This is an optimization exercise on Yosys and OpenROAD, whose aim is a short achievable clock period and few clock cycles per item, not a production implementation.
Only simulation tests tie the RTL to the original design; equivalence was not proved.
Power is estimated from default activity; no workload was simulated.

==> 02-18: inputs <==
Design lc4_cpu, start of the top module:
module lc4_cpu (
   input  logic        gwe,
   input  logic        i_rst_n,
   output logic [15:0] o_imem_addr,
   input  logic [15:0] i_imem_insn,
   output logic [15:0] o_dmem_addr,
   input  logic [15:0] i_dmem_rdata,
   output logic        o_dmem_we,
   output logic [15:0] o_dmem_wdata,
   output logic [15:0] o_wb_pc,
   output logic [15:0] o_wb_insn,
   output logic [1:0]  o_wb_bubble,
   output logic        o_wb_rf_we,
   output logic [2:0]  o_wb_rd,
   output logic [15:0] o_wb_rf_data,
   output logic        o_wb_nzp_we,
   output logic [2:0]  o_wb_nzp
);
   lc4_pkg::wb_trace_t wb;
   lc4_processor i_lc4_processor (
      .gwe          (gwe),
      .i_rst_n      (i_rst_n),
      .o_imem_addr  (o_imem_addr),
      .i_imem_insn  (i_imem_insn),
      .o_dmem_addr  (o_dmem_addr),
      .i_dmem_rdata (i_dmem_rdata),
      .o_dmem_we    (o_dmem_we),
      .o_dmem_wdata (o_dmem_wdata),
      .o_wb         (wb)
   );
   assign o_wb_pc      = wb.pc;
   assign o_wb_insn    = wb.insn;
   assign o_wb_bubble  = wb.bubble;
   assign o_wb_rf_we   = wb.rf_we;
  ...
Settings: LEC_CHECK=0, ABC_AREA=1, CAP_MARGIN=20, CORE_MARGIN=2, CORE_UTILIZATION=40, SETUP_SLACK_MARGIN=3.0, SLEW_MARGIN=20, SYNTH_HIERARCHICAL=1; clock period 5.0 ns.
run.sh (not shown) runs the stock make flow with config.mk's settings and CLKGATE_MAP_FILE= SYNTH_SCRIPT=/design/flow/synth_recipe.tcl, a recipe that flattens the netlist after the stock synthesis.
==> 08-26: changes against 02-18 <==
--- a/flow/design.v
+++ b/flow/design.v
@@ -161,24 +161,18 @@
       .o_ldr    (d_ldr),
       .o_str    (d_str),
       .o_const  (),
       .o_br     (d_br),
       .o_imm    (d_imm)
    );
-   logic wt_s, wt_t, wt_c;
-   assign rs_v = rf[f_rs];
-   assign rt_v = rf[f_rt];
-   assign rc_v = rf[f_rc];
-   assign wt_s = m_wr && (m_rd == f_rs);
-   assign wt_t = m_wr && (m_rd == f_rt);
-   assign wt_c = m_wr && (m_rd == f_rc);
-   logic f_ra;
-   assign f_ra = x_valid && x_we && (x_rd == f_rs);
-   assign f_fa = f_ra && f_use_a;
+   lc4_rf_read i_rd_s (.i_sel(f_rs), .i_rf(rf), .i_wt(m_wr && (m_rd == f_rs)), .i_wt_val(m_val), .o_val(rs_v));
+   lc4_rf_read i_rd_t (.i_sel(f_rt), .i_rf(rf), .i_wt(m_wr && (m_rd == f_rt)), .i_wt_val(m_val), .o_val(rt_v));
+   lc4_rf_read i_rd_c (.i_sel(f_rc), .i_rf(rf), .i_wt(m_wr && (m_rd == f_rc)), .i_wt_val(m_val), .o_val(rc_v));
+   assign f_fa = x_valid && x_we && (x_rd == f_rs) && f_use_a;
    assign f_fb = x_valid && x_we && (x_rd == f_rt) && f_b_reg;
-   assign f_fc = x_valid && x_we && (x_rd == f_rc);
+   assign f_fc = x_valid && x_we && (x_rd == f_rc) && f_str;
    assign pcp1 = pc_q + 16'd1;
    lc4_add9c i_tlo (.i_a(pc_q[8:0]), .i_b(insn[8:0]), .o_s(tlo));
    lc4_hi7 i_hi (.i_hi(pc_q[15:9]), .o_m1(hi_m1), .o_p1(hi_p1));
    logic          n_top, use_x, known;
    lc4_pkg::nzp_t nzp_other;
    lc4_neg_top i_neg_top (.i_a(x_a[15:12]), .i_b(x_b[15:12]), .i_is_and(x_is_and), .o_n(n_top));
@@ -272,40 +266,28 @@
    end
    always_ff @(posedge gwe) begin
       x_a <= a_next;
       x_b <= b_next;
       x_c <= c_next;
    end
-   lc4_pkg::word_t a_e, b_e, c_e, a_m, b_m, c_m, a_alt, b_alt, c_alt, a_next, b_next, c_next;
-   logic           a_res, b_res, c_res, a_ld, b_ld, c_ld, a_mr, b_mr, c_mr;
+   lc4_pkg::word_t a_alt, b_alt, c_alt, a_next, b_next, c_next;
+   logic           a_res, b_res, c_res;
    always_comb begin
       if (hold) begin
-         a_e = rf[x_insn[8:6]];
-         b_e = d_b_reg ? rf[x_insn[2:0]] : d_imm;
-         c_e = rf[x_insn[11:9]];
+         a_alt = x_la ? i_dmem_rdata : rf[x_insn[8:6]];
+         b_alt = x_lb ? i_dmem_rdata : (d_b_reg ? rf[x_insn[2:0]] : d_imm);
+         c_alt = x_lc ? i_dmem_rdata : rf[x_insn[11:9]];
       end else begin
-         a_e = f_const ? 16'h0000 : rs_v;
-         b_e = f_b_reg ? rt_v : f_imm;
-         c_e = rc_v;
+         a_alt = f_const ? 16'h0000 : rs_v;
+         b_alt = f_b_reg ? rt_v : f_imm;
+         c_alt = rc_v;
       end
-      a_res = !hold && !f_const && f_ra;
+      a_res = !hold && !f_const && f_fa;
       b_res = !hold && f_b_reg && f_fb;
       c_res = !hold && f_fc;
-      a_mr  = !hold && !f_const && wt_s && !m_is_load;
-      b_mr  = !hold && f_b_reg && wt_t && !m_is_load;
-      c_mr  = !hold && wt_c && !m_is_load;
-      a_ld  = hold ? x_la : (!f_const && wt_s && m_is_load);
-      b_ld  = hold ? x_lb : (f_b_reg && wt_t && m_is_load);
-      c_ld  = hold ? x_lc : (wt_c && m_is_load);
-      a_m   = a_mr ? m_result : a_e;
-      b_m   = b_mr ? m_result : b_e;
-      c_m   = c_mr ? m_result : c_e;
-   end
-   lc4_mux16 i_ld_a (.i_s(a_ld), .i_1(i_dmem_rdata), .i_0(a_m), .o_y(a_alt));
-   lc4_mux16 i_ld_b (.i_s(b_ld), .i_1(i_dmem_rdata), .i_0(b_m), .o_y(b_alt));
-   lc4_mux16 i_ld_c (.i_s(c_ld), .i_1(i_dmem_rdata), .i_0(c_m), .o_y(c_alt));
+   end
    lc4_fwd_mux i_fwd_a (.i_sum(sum), .i_and(andv), .i_is_and(x_is_and), .i_res(a_res), .i_alt(a_alt), .o_v(a_next));
    lc4_fwd_mux i_fwd_b (.i_sum(sum), .i_and(andv), .i_is_and(x_is_and), .i_res(b_res), .i_alt(b_alt), .o_v(b_next));
    lc4_fwd_mux i_fwd_c (.i_sum(sum), .i_and(andv), .i_is_and(x_is_and), .i_res(c_res), .i_alt(c_alt), .o_v(c_next));
    always_ff @(posedge gwe) begin
       x_we       <= hold ? d_we  : f_we;
       x_rd       <= hold ? x_insn[11:9] : f_rc;
@@ -384,12 +366,21 @@
    output lc4_pkg::word_t o_v
 );
    lc4_pkg::word_t early;
    assign early = (i_res && i_is_and) ? i_and : i_alt;
    assign o_v   = (i_res && !i_is_and) ? i_sum : early;
 endmodule
+module lc4_rf_read (
+   input  lc4_pkg::reg_sel_t i_sel,
+   input  logic [7:0][15:0]  i_rf,
+   input  logic              i_wt,
+   input  lc4_pkg::word_t    i_wt_val,
+   output lc4_pkg::word_t    o_val
+);
+   assign o_val = i_wt ? i_wt_val : i_rf[i_sel];
+endmodule
 module lc4_branch (
    input  logic           i_valid,
    input  logic           i_br,
    input  logic           i_pred,
    input  lc4_pkg::nzp_t  i_mask,
    input  lc4_pkg::nzp_t  i_nzp_q,
==> comparison table <==
item                                                           02-18       08-26
Levels on crit path                                               16           2
Routing usage on met2                                          45.3%       48.8%
Tapcell count                                                    950        1040
Number of cells in the design after placement                   4962        5779
Result of the run                   no timing/DRC/antenna violations  no timing/DRC/antenna violations
Reg-to-reg slack, setup                                      2680 ps     2800 ps
Worst-Margin Slew                                             841 ps      852 ps
Initial Utilization                                            40.3%       40.4%
HP Class                                                 in -> async  reg -> reg
Worst Slack Setup Final                                      2680 ps     2780 ps
Share of the core filled with cells in the final layout        52.1%       49.7%
Worst-case vdd ir drop                                      0.427 mV    0.332 mV
Total met2 wirelength after detailed routing                 50.6 mm     56.8 mm
Critical path endpoint category                             register  output pin
Final critical path time including I/O delays and setup      2320 ps     2220 ps
Testbench counts of 02-18, summed over its fixed seeds: cycles 52,398, instructions 51,200.
Testbench counts of 08-26, summed over its fixed seeds: cycles 52,398, instructions 51,200.

* * *

==> run a: inputs <==
Another version of the RTL of lc4_cpu (not shown whole).
export LEC_CHECK = 0
export ABC_AREA = 1
export CAP_MARGIN = 20
export CORE_MARGIN = 2
export CORE_UTILIZATION = 40
export SETUP_SLACK_MARGIN = 3.0
export SLEW_MARGIN = 20
export SYNTH_HIERARCHICAL = 1
create_clock -name core_clock -period 5.0 [get_ports {gwe}]
==> run b (differences from run a) <==
--- a/flow/design.v
+++ b/flow/design.v
@@ -33,17 +33,16 @@
    output lc4_pkg::wb_trace_t o_wb
 );
    lc4_pkg::word_t   pc_q;             
    logic [7:0][15:0] rf;
    lc4_pkg::nzp_t    nzp_q;            
    logic [1:0]       btb_v;
    lc4_pkg::word_t   btb_pc  [2];
    lc4_pkg::word_t   btb_tgt [2];
-   lc4_pkg::nzp_t    btb_mask [2];
    logic             btb_next;         
    logic           x_valid;
    lc4_pkg::word_t x_pc;
    lc4_pkg::word_t x_insn;
    lc4_pkg::word_t x_a;                
    lc4_pkg::word_t x_b;                
    lc4_pkg::word_t x_c;                
    logic           x_la, x_lb, x_lc;   
@@ -52,17 +51,17 @@
    logic           x_b_reg;            
    lc4_pkg::word_t x_imm;
    lc4_pkg::reg_sel_t x_rd;
    logic           x_is_and;
    logic           x_is_load;
    logic           x_is_store;
    logic           x_is_br;
    logic           x_pred;
-   logic           x_hit;              
+   logic           x_hit1;             
    lc4_pkg::nzp_t  x_mask;
    lc4_pkg::word_t x_pcp1;
    logic [8:0]     x_tlo;              
    logic           x_tc;               
    logic [6:0]     x_hi, x_hi_m1, x_hi_p1;
    logic           m_valid;
    logic           m_lu;               
    lc4_pkg::word_t m_pc;
@@ -170,41 +169,27 @@
          f_imm = {{7{insn[8]}}, insn[8:0]};
       end else begin
          f_imm = {{10{insn[5]}}, insn[5:0]};   
       end
    end
    assign pcp1 = pc_q + 16'd1;
    lc4_add9c i_tlo (.i_a(pc_q[8:0]), .i_b(insn[8:0]), .o_s(tlo));
    lc4_hi7 i_hi (.i_hi(pc_q[15:9]), .o_m1(hi_m1), .o_p1(hi_p1));
-   lc4_pkg::nzp_t x_nzp_est, nzp_est;
-   logic          tk0, tk1;
-   lc4_nzp_est i_nzp_est (.i_a(x_a), .i_b(x_b), .i_is_and(x_is_and), .o_nzp(x_nzp_est));
-   always_comb begin
-      if (x_valid && x_we) begin
-         nzp_est = x_is_load ? 3'b111 : x_nzp_est;
-      end else if (m_wr) begin
-         nzp_est = m_is_load ? 3'b111 : {m_result[15], m_zero, !m_result[15] && !m_zero};
-      end else begin
-         nzp_est = nzp_q;
-      end
-   end
    assign hit0   = btb_v[0] && (btb_pc[0] == pc_q);
    assign hit1   = btb_v[1] && (btb_pc[1] == pc_q);
-   assign tk0    = hit0 && ((btb_mask[0] & nzp_est) != 3'b000);
-   assign tk1    = hit1 && ((btb_mask[1] & nzp_est) != 3'b000);
-   assign f_pred = tk0 || tk1;
+   assign f_pred = hit0 || hit1;
    always_comb begin
       if (mispred) begin
          pc_next = redirect;
       end else if (hold) begin
          pc_next = pc_q;
-      end else if (tk0) begin
+      end else if (hit0) begin
          pc_next = btb_tgt[0];
-      end else if (tk1) begin
+      end else if (hit1) begin
          pc_next = btb_tgt[1];
       end else begin
          pc_next = pcp1;
       end
    end
    assign o_imem_addr = pc_q;
    always_ff @(posedge gwe or negedge i_rst_n) begin
       if (!i_rst_n) begin
@@ -248,27 +233,28 @@
          m_wdata <= (x_valid && !hold && x_is_store) ? op_c : 16'h0000;
          if (m_wr) begin
             rf[m_rd] <= m_val;
             nzp_q    <= m_nzp;
          end
          w_bubble <= m_valid ? lc4_pkg::BUBBLE_NONE :
                      (m_lu ? lc4_pkg::BUBBLE_LOAD_USE : lc4_pkg::BUBBLE_MISPRED);
          w_we     <= m_wr;
-         if (x_valid && !hold && x_is_br && taken && !x_hit) begin
+         if (x_valid && !hold && x_is_br && taken && !x_pred) begin
             btb_v[btb_next] <= 1'b1;
             btb_next        <= !btb_next;
+         end else if (x_valid && !hold && x_pred && !taken) begin
+            btb_v[x_hit1] <= 1'b0;
          end
       end
    end
    always_ff @(posedge gwe) begin
-      if (x_valid && !hold && x_is_br && taken && !x_hit) begin
-         btb_pc[btb_next]   <= x_pc;
-         btb_tgt[btb_next]  <= x_target;
-         btb_mask[btb_next] <= x_mask;
+      if (x_valid && !hold && x_is_br && taken && !x_pred) begin
+         btb_pc[btb_next]  <= x_pc;
+         btb_tgt[btb_next] <= x_target;
       end
    end
    always_ff @(posedge gwe) begin
       if (hold) begin
          x_a <= x_la ? i_dmem_rdata : rf[x_insn[8:6]];
          x_b <= x_lb ? i_dmem_rdata : (x_b_reg ? rf[x_insn[2:0]] : x_imm);
          x_c <= x_lc ? i_dmem_rdata : rf[x_insn[11:9]];
       end else begin
@@ -285,17 +271,17 @@
       x_b_reg    <= f_b_reg;
       x_imm      <= f_imm;
       x_rd       <= f_rc;
       x_is_and   <= f_and;
       x_is_load  <= f_ldr;
       x_is_store <= f_str;
       x_is_br    <= f_br;
       x_pred     <= f_pred;
-      x_hit      <= hit0 || hit1;
+      x_hit1     <= !hit0;
       x_mask     <= insn[11:9];
       x_pcp1     <= pcp1;
       x_tlo      <= tlo[8:0];
       x_tc       <= tlo[9];
       x_hi       <= pc_q[15:9];
       x_hi_m1    <= hi_m1;
       x_hi_p1    <= hi_p1;
       end
@@ -392,32 +378,16 @@
 module lc4_hi7 (
    input  logic [6:0] i_hi,
    output logic [6:0] o_m1,
    output logic [6:0] o_p1
 );
    assign o_m1 = i_hi - 7'd1;
    assign o_p1 = i_hi + 7'd1;
 endmodule
-module lc4_nzp_est (
-   input  lc4_pkg::word_t i_a,
-   input  lc4_pkg::word_t i_b,
-   input  logic           i_is_and,
-   output lc4_pkg::nzp_t  o_nzp
-);
-   lc4_pkg::word_t x, c;
-   logic [3:0]     top;
-   logic           z, n;
-   assign x   = i_a ^ i_b;
-   assign c   = {i_a[14:0] | i_b[14:0], 1'b0};
-   assign top = i_a[15:12] + i_b[15:12];
-   assign z   = i_is_and ? ((i_a & i_b) == 16'h0000) : (x == c);
-   assign n   = !z && (i_is_and ? (i_a[15] && i_b[15]) : top[3]);
-   assign o_nzp = {n, z, !n && !z};
-endmodule
 `timescale 1ns/1ps
 module lc4_cpu (
    input  logic        gwe,
    input  logic        i_rst_n,
    output logic [15:0] o_imem_addr,
    input  logic [15:0] i_imem_insn,
    output logic [15:0] o_dmem_addr,
    input  logic [15:0] i_dmem_rdata,
==> flow_summary.yaml <==
cells_and_area:
  final_util_pct: 54.7
  buffers_excl_clock: 486
  instances_no_fill: 5703
  regArea_um2: 12400
status:
  status: "no timing/DRC/antenna violations"
logic_synthesis:
  synthArstFlopShare_pct: 39.4
the above is filed under run b

==> flow_summary.yaml <==
cells_and_area:
  final_util_pct: 53.9
  buffers_excl_clock: 468
  regArea_um2: 12600
  instances_no_fill: 5988
  area_growth_pct: 33.9
power:
  power_leader: "combinational cells"
logic_synthesis:
  synth-seq-area-share_pct: 39.2
routing:
  dr_wl_met2_um: 60300
status:
  status: "no timing/DRC/antenna violations"
the above is filed under run a

Testbench counts of run a, summed over its fixed seeds: cycles 54,266, instructions 51,200.
Testbench counts of run b, summed over its fixed seeds: cycles 55,528, instructions 51,200.

* * *

==> wip/fjord: inputs <==
Another version of the RTL of lc4_cpu (not shown whole).
make LEC_CHECK=0 ABC_AREA=1 CAP_MARGIN=20 CORE_MARGIN=2 CORE_UTILIZATION=40 SETUP_SLACK_MARGIN=3.0 SLEW_MARGIN=20 SYNTH_HIERARCHICAL=1 finish   # period 5.0 ns
==> wip/zinc (differences from wip/fjord) <==
--- a/flow/design.v
+++ b/flow/design.v
@@ -31,38 +31,31 @@
    output logic               o_dmem_we,
    output lc4_pkg::word_t     o_dmem_wdata,
    output lc4_pkg::wb_trace_t o_wb
 );
    lc4_pkg::word_t   pc_q;             
    lc4_pkg::word_t   pc_r;             
    logic [7:0][15:0] rf;
    lc4_pkg::nzp_t    nzp_q;            
-   logic [1:0]       btb_v;
-   lc4_pkg::word_t   btb_pc  [2];
-   lc4_pkg::word_t   btb_tgt [2];
-   logic             btb_next;         
-   logic [1:0]       hit_q;            
    logic           x_valid;
    lc4_pkg::word_t x_pc;
    lc4_pkg::word_t x_insn;
    lc4_pkg::word_t x_a;                
    lc4_pkg::word_t x_b;                
    lc4_pkg::word_t x_c;                
    logic           x_la, x_lb, x_lc;   
    logic           x_lbr;              
    logic           x_we;
    lc4_pkg::reg_sel_t x_rd;
    logic           x_is_and;
    logic           x_is_load;
    logic           x_is_store;
    logic           x_is_br;
    logic           x_pred;
-   logic           x_hit;              
-   logic           x_hit1;             
    lc4_pkg::nzp_t  x_mask;
    lc4_pkg::word_t x_pcp1;
    logic [8:0]     x_tlo;              
    logic           x_tc;               
    logic [6:0]     x_hi, x_hi_m1, x_hi_p1;
    logic           m_valid;
    logic           m_lu;               
    lc4_pkg::word_t m_pc;
@@ -134,17 +127,17 @@
    logic           f_and, f_ldr, f_str, f_const, f_br;
    logic           f_we, f_use_a, f_b_reg;
    logic           f_fa, f_fb, f_fc;
    lc4_pkg::reg_sel_t f_rs, f_rt, f_rc;
    lc4_pkg::word_t rs_v, rt_v, rc_v, f_imm;
    lc4_pkg::word_t pcp1, pc_next;
    logic [9:0]     tlo;
    logic [6:0]     hi_m1, hi_p1;
-   logic           hit0, hit1, f_pred;
+   logic           f_pred;
    assign insn = i_imem_insn;
    assign op   = insn[15:12];
    assign f_rs = insn[8:6];
    assign f_rt = insn[2:0];
    assign f_rc = insn[11:9];
    lc4_dec i_dec_f (
       .i_insn   (insn),
       .o_we     (f_we),
@@ -175,66 +168,72 @@
    lc4_rf_read i_rd_t (.i_sel(f_rt), .i_rf(rf), .i_wt(m_wr && (m_rd == f_rt)), .i_wt_val(m_val), .o_val(rt_v));
    lc4_rf_read i_rd_c (.i_sel(f_rc), .i_rf(rf), .i_wt(m_wr && (m_rd == f_rc)), .i_wt_val(m_val), .o_val(rc_v));
    assign f_fa = x_valid && x_we && (x_rd == f_rs) && f_use_a;
    assign f_fb = x_valid && x_we && (x_rd == f_rt) && f_b_reg;
    assign f_fc = x_valid && x_we && (x_rd == f_rc) && f_str;
    assign pcp1 = pc_q + 16'd1;
    lc4_add9c i_tlo (.i_a(pc_q[8:0]), .i_b(insn[8:0]), .o_s(tlo));
    lc4_hi7 i_hi (.i_hi(pc_q[15:9]), .o_m1(hi_m1), .o_p1(hi_p1));
-   logic          tk_sel;
-   lc4_pkg::word_t pc_other, tgt_hit;
-   assign hit0   = hit_q[0];
-   assign hit1   = hit_q[1];
-   assign f_pred = hit0 || hit1;
-   assign tk_sel = f_pred && !mispred && !hold;
-   assign tgt_hit  = hit0 ? btb_tgt[0] : btb_tgt[1];
-   assign pc_other = mispred ? redirect : (hold ? pc_q : pcp1);
-   assign pc_next  = tk_sel ? tgt_hit : pc_other;
-   logic       btb_ins, btb_inv;
-   logic [1:0] h_tgt, h_red, h_p1, h_kill, hit_next;
-   assign btb_ins = x_valid && !hold && x_is_br && taken && !x_hit;
-   assign btb_inv = x_valid && !hold && x_pred && !taken;
+   logic          n_top, use_x, known;
+   lc4_pkg::nzp_t nzp_other;
+   lc4_neg_top i_neg_top (.i_a(x_a[15:12]), .i_b(x_b[15:12]), .i_is_and(x_is_and), .o_n(n_top));
    always_comb begin
-      for (int e = 0; e < 2; e++) begin
-         h_kill[e] = (btb_ins && (btb_next == e[0])) || (btb_inv && (x_hit1 == e[0]));
-         h_tgt[e]  = btb_v[e] && (btb_pc[e] == tgt_hit) && !h_kill[e];
-         h_red[e]  = btb_v[e] && (btb_pc[e] == redirect) && !h_kill[e];
-         h_p1[e]   = btb_v[e] && (btb_pc[e] == pcp1) && !h_kill[e];
-         hit_next[e] = tk_sel ? h_tgt[e] : (mispred ? h_red[e] : (hold ? (hit_q[e] && !h_kill[e]) : h_p1[e]));
+      use_x     = x_valid && x_we && !x_is_load;
+      known     = 1'b1;
+      nzp_other = nzp_q;
+      if (x_valid && x_we) begin
+         known = !x_is_load;
+      end else if (m_wr) begin
+         known     = !m_is_load;
+         nzp_other = {m_result[15], m_zero, !m_result[15] && !m_zero};
       end
    end
+   lc4_fpredict i_fpredict (
+      .i_insn   (insn),
+      .i_known  (known),
+      .i_use_x  (use_x),
+      .i_zero_x (res_zero),
+      .i_neg_x  (n_top),
+      .i_nzp    (nzp_other),
+      .o_pred   (f_pred)
+   );
+   lc4_fetch i_fetch (
+      .i_insn     (insn),
+      .i_pc       (pc_q),
+      .i_pcp1     (pcp1),
+      .i_pred     (f_pred),
+      .i_block    (mispred || hold),
+      .i_other    (mispred ? redirect : (hold ? pc_q : pcp1)),
+      .o_pc_next  (pc_next)
+   );
    assign pc_q        = pc_r ^ lc4_pkg::RESET_PC;
    assign o_imem_addr = pc_q;
    always_ff @(posedge gwe or negedge i_rst_n) begin
       if (!i_rst_n) begin
          pc_r     <= 16'h0000;
-         hit_q    <= 2'b00;
          nzp_q    <= 3'b010;
          x_valid  <= 1'b0;
          x_la     <= 1'b0;
          x_lb     <= 1'b0;
          x_lc     <= 1'b0;
          x_lbr    <= 1'b0;
          m_valid  <= 1'b0;
          m_wsel   <= 8'h00;
          m_lu     <= 1'b0;
          m_store  <= 1'b0;
          m_addr   <= 16'h0000;
          m_wdata  <= 16'h0000;
          w_bx     <= 2'b00;
          w_we     <= 1'b0;
-         btb_v    <= 2'b00;
-         btb_next <= 1'b0;
          for (int i = 0; i < 8; i++) begin
             rf[i] <= 16'h0000;
          end
       end else begin
          pc_r  <= pc_next ^ lc4_pkg::RESET_PC;
-         hit_q <= hit_next;
          x_valid <= hold || !mispred;
          if (hold) begin
             x_la  <= 1'b0;
             x_lb  <= 1'b0;
             x_lc  <= 1'b0;
             x_lbr <= 1'b0;
          end else begin
             x_la    <= f_fa && x_is_load;
@@ -256,28 +255,16 @@
             end
          end
          if (m_wr) begin
             nzp_q    <= m_nzp;
          end
          w_bx     <= 2'b10 ^ (m_valid ? lc4_pkg::BUBBLE_NONE :
                      (m_lu ? lc4_pkg::BUBBLE_LOAD_USE : lc4_pkg::BUBBLE_MISPRED));
          w_we     <= m_wr;
-         if (btb_ins) begin
-            btb_v[btb_next] <= 1'b1;
-            btb_next        <= !btb_next;
-         end else if (btb_inv) begin
-            btb_v[x_hit1] <= 1'b0;
-         end
-      end
-   end
-   always_ff @(posedge gwe) begin
-      if (btb_ins) begin
-         btb_pc[btb_next]   <= x_pc;
-         btb_tgt[btb_next]  <= x_target;
       end
    end
    always_ff @(posedge gwe) begin
       x_a <= a_next;
       x_b <= b_next;
       x_c <= c_next;
    end
    lc4_pkg::word_t a_alt, b_alt, c_alt, a_next, b_next, c_next;
@@ -307,19 +294,17 @@
       x_is_load  <= hold ? d_ldr : f_ldr;
       x_is_store <= hold ? d_str : f_str;
       x_is_br    <= hold ? d_br  : f_br;
    end
    always_ff @(posedge gwe) begin
       if (!hold) begin
       x_pc       <= pc_q;
       x_insn     <= insn;
-      x_pred     <= f_pred;
-      x_hit      <= hit0 || hit1;
-      x_hit1     <= !hit0;
+      x_pred     <= f_pred && f_br;
       x_pcp1     <= pcp1;
       x_tlo      <= tlo[8:0];
       x_tc       <= tlo[9];
       x_hi       <= pc_q[15:9];
       x_hi_m1    <= hi_m1;
       x_hi_p1    <= hi_p1;
       end
    end
@@ -465,16 +450,87 @@
          o_imm = {{11{i_insn[4]}}, i_insn[4:0]};
       end else if (o_const) begin
          o_imm = {{7{i_insn[8]}}, i_insn[8:0]};
       end else begin
          o_imm = {{10{i_insn[5]}}, i_insn[5:0]};   
       end
    end
 endmodule
+module lc4_fetch (
+   input  lc4_pkg::word_t i_insn,
+   input  lc4_pkg::word_t i_pc,
+   input  lc4_pkg::word_t i_pcp1,
+   input  logic           i_pred,
+   input  logic           i_block,
+   input  lc4_pkg::word_t i_other,
+   output lc4_pkg::word_t o_pc_next
+);
+   logic [6:0]     lo;
+   logic [9:0]     hi_m1, hi_p1;
+   lc4_pkg::word_t target;
+   lc4_add6c i_lo (.i_a(i_pc[5:0]), .i_b(i_insn[5:0]), .o_s(lo));
+   lc4_hi10 i_hi (.i_hi(i_pc[15:6]), .o_m1(hi_m1), .o_p1(hi_p1));
+   always_comb begin
+      case ({i_insn[5], lo[6]})
+         2'b01:   target[15:6] = hi_p1;
+         2'b10:   target[15:6] = hi_m1;
+         default: target[15:6] = i_pc[15:6];
+      endcase
+      target[5:0] = lo[5:0];
+   end
+   assign o_pc_next = (i_pred && !i_block) ? target : (i_block ? i_other : i_pcp1);
+endmodule
+module lc4_add6c (
+   input  logic [5:0] i_a,
+   input  logic [5:0] i_b,
+   output logic [6:0] o_s
+);
+   logic [7:0] t;
+   assign t   = {1'b0, i_a, 1'b1} + {1'b0, i_b, 1'b1};
+   assign o_s = t[7:1];
+endmodule
+module lc4_hi10 (
+   input  logic [9:0] i_hi,
+   output logic [9:0] o_m1,
+   output logic [9:0] o_p1
+);
+   assign o_m1 = i_hi - 10'd1;
+   assign o_p1 = i_hi + 10'd1;
+endmodule
+module lc4_neg_top (
+   input  logic [3:0] i_a,
+   input  logic [3:0] i_b,
+   input  logic       i_is_and,
+   output logic       o_n
+);
+   logic [3:0] top;
+   assign top = i_a + i_b;
+   assign o_n = i_is_and ? (i_a[3] && i_b[3]) : top[3];
+endmodule
+module lc4_fpredict (
+   input  lc4_pkg::word_t i_insn,
+   input  logic           i_known,
+   input  logic           i_use_x,
+   input  logic           i_zero_x,
+   input  logic           i_neg_x,
+   input  lc4_pkg::nzp_t  i_nzp,
+   output logic           o_pred
+);
+   lc4_pkg::nzp_t m;
+   logic          br, t_z0, t_o, t_s;
+   assign m    = i_insn[11:9];
+   assign br   = (i_insn[15:12] == 4'b0000) &&
+                 ((i_insn[8:5] == 4'b0000) || (i_insn[8:5] == 4'b1111));
+   assign t_z0 = i_neg_x ? m[2] : m[0];
+   assign t_o  = (m & i_nzp) != 3'b000;
+   assign t_s  = (i_insn[8] && (m != 3'b000)) ||
+                 (m[2] && m[1]) || (m[2] && m[0]) || (m[1] && m[0]);
+   assign o_pred = br && (i_use_x ? (i_zero_x ? m[1] : t_z0) : (i_known ? t_o : t_s));
+endmodule
 `timescale 1ns/1ps
 module lc4_cpu (
    input  logic        gwe,
    input  logic        i_rst_n,
    output logic [15:0] o_imem_addr,
    input  logic [15:0] i_imem_insn,
    output logic [15:0] o_dmem_addr,
    input  logic [15:0] i_dmem_rdata,
CORE_UTILIZATION = 50   (was 40)
PLACE_DENSITY = 0.75   (was default)
==> summary.md <==
| Metric | Value |
|---|---|
| Outcome | no timing/DRC/antenna violations |
| Yosys Warn Count | 8 |
| CP delay by family, top | flip-flops |
| Net Sw Frac | between 40% and 50% |
| Final-layout clock-cell area share | under 10% |
| Initial core utilization | 40.4% |
| Crit path depth | 2 |
# the run above: wip/fjord

==> summary.md <==
| Metric | Value |
|---|---|
| Outcome | no timing/DRC/antenna violations |
| CP delay by family, top | simple AND/OR/NAND/NOR gates |
| Final-layout clock-cell area share | ~4.3% |
| Net Sw Frac | a little over two fifths |
| Initial core utilization | between 50% and 60% |
| Clock power share | 22.2% |
| Crit path depth | 19 |
| Yosys Warn Count | 9 |
# the run above: wip/zinc

Testbench counts of wip/fjord, summed over its fixed seeds: cycles 55,528, instructions 51,200.
Testbench counts of wip/zinc, summed over its fixed seeds: cycles 52,398, instructions 51,200.

## afterwards: timing with drivers on the ports
The flow's constraints put no driver on any port. The routed layouts listed below were extracted and timed again, unchanged, in two steps. Step 1: set_driving_cell puts a clkbuf_16 on gwe and a buf_2 on each other input, an assumption about the parent block. Step 2 also shifts input and output timing later by t, the mid clock arrival at the registers, as if the neighbouring blocks saw the same clock. Three values: ideal, step 1, step 2; two values: the first two.
run | shift t [ns] | slack for setup (ns) | worst hold slack (ns)
02-18 | 0.704 | 2.682 / 2.668 / 1.964 | 0.310 / 0.306 / 0.322
08-26 | 0.717 | 2.776 / 2.707 / 2.143 | 0.325 / 0.325 / 0.325
run a | 0.693 | 2.386 / 2.386 / 2.183 | 0.322 / 0.322 / 0.322
run b | 0.701 | 2.619 / 2.571 / 2.072 | 0.309 / 0.309 / 0.309
wip/fjord | 0.715 | 2.587 / 2.514 / 2.167 | 0.157 / 0.136 / 0.324
wip/zinc | 0.684 | 2.474 / 2.474 / 2.036 | 0.325 / 0.325 / 0.325
After both steps setup and hold are still met in every run listed. The setup slack of 02-18, which loses most, moves by -0.014 ns with the drivers and by -0.718 ns with both steps.
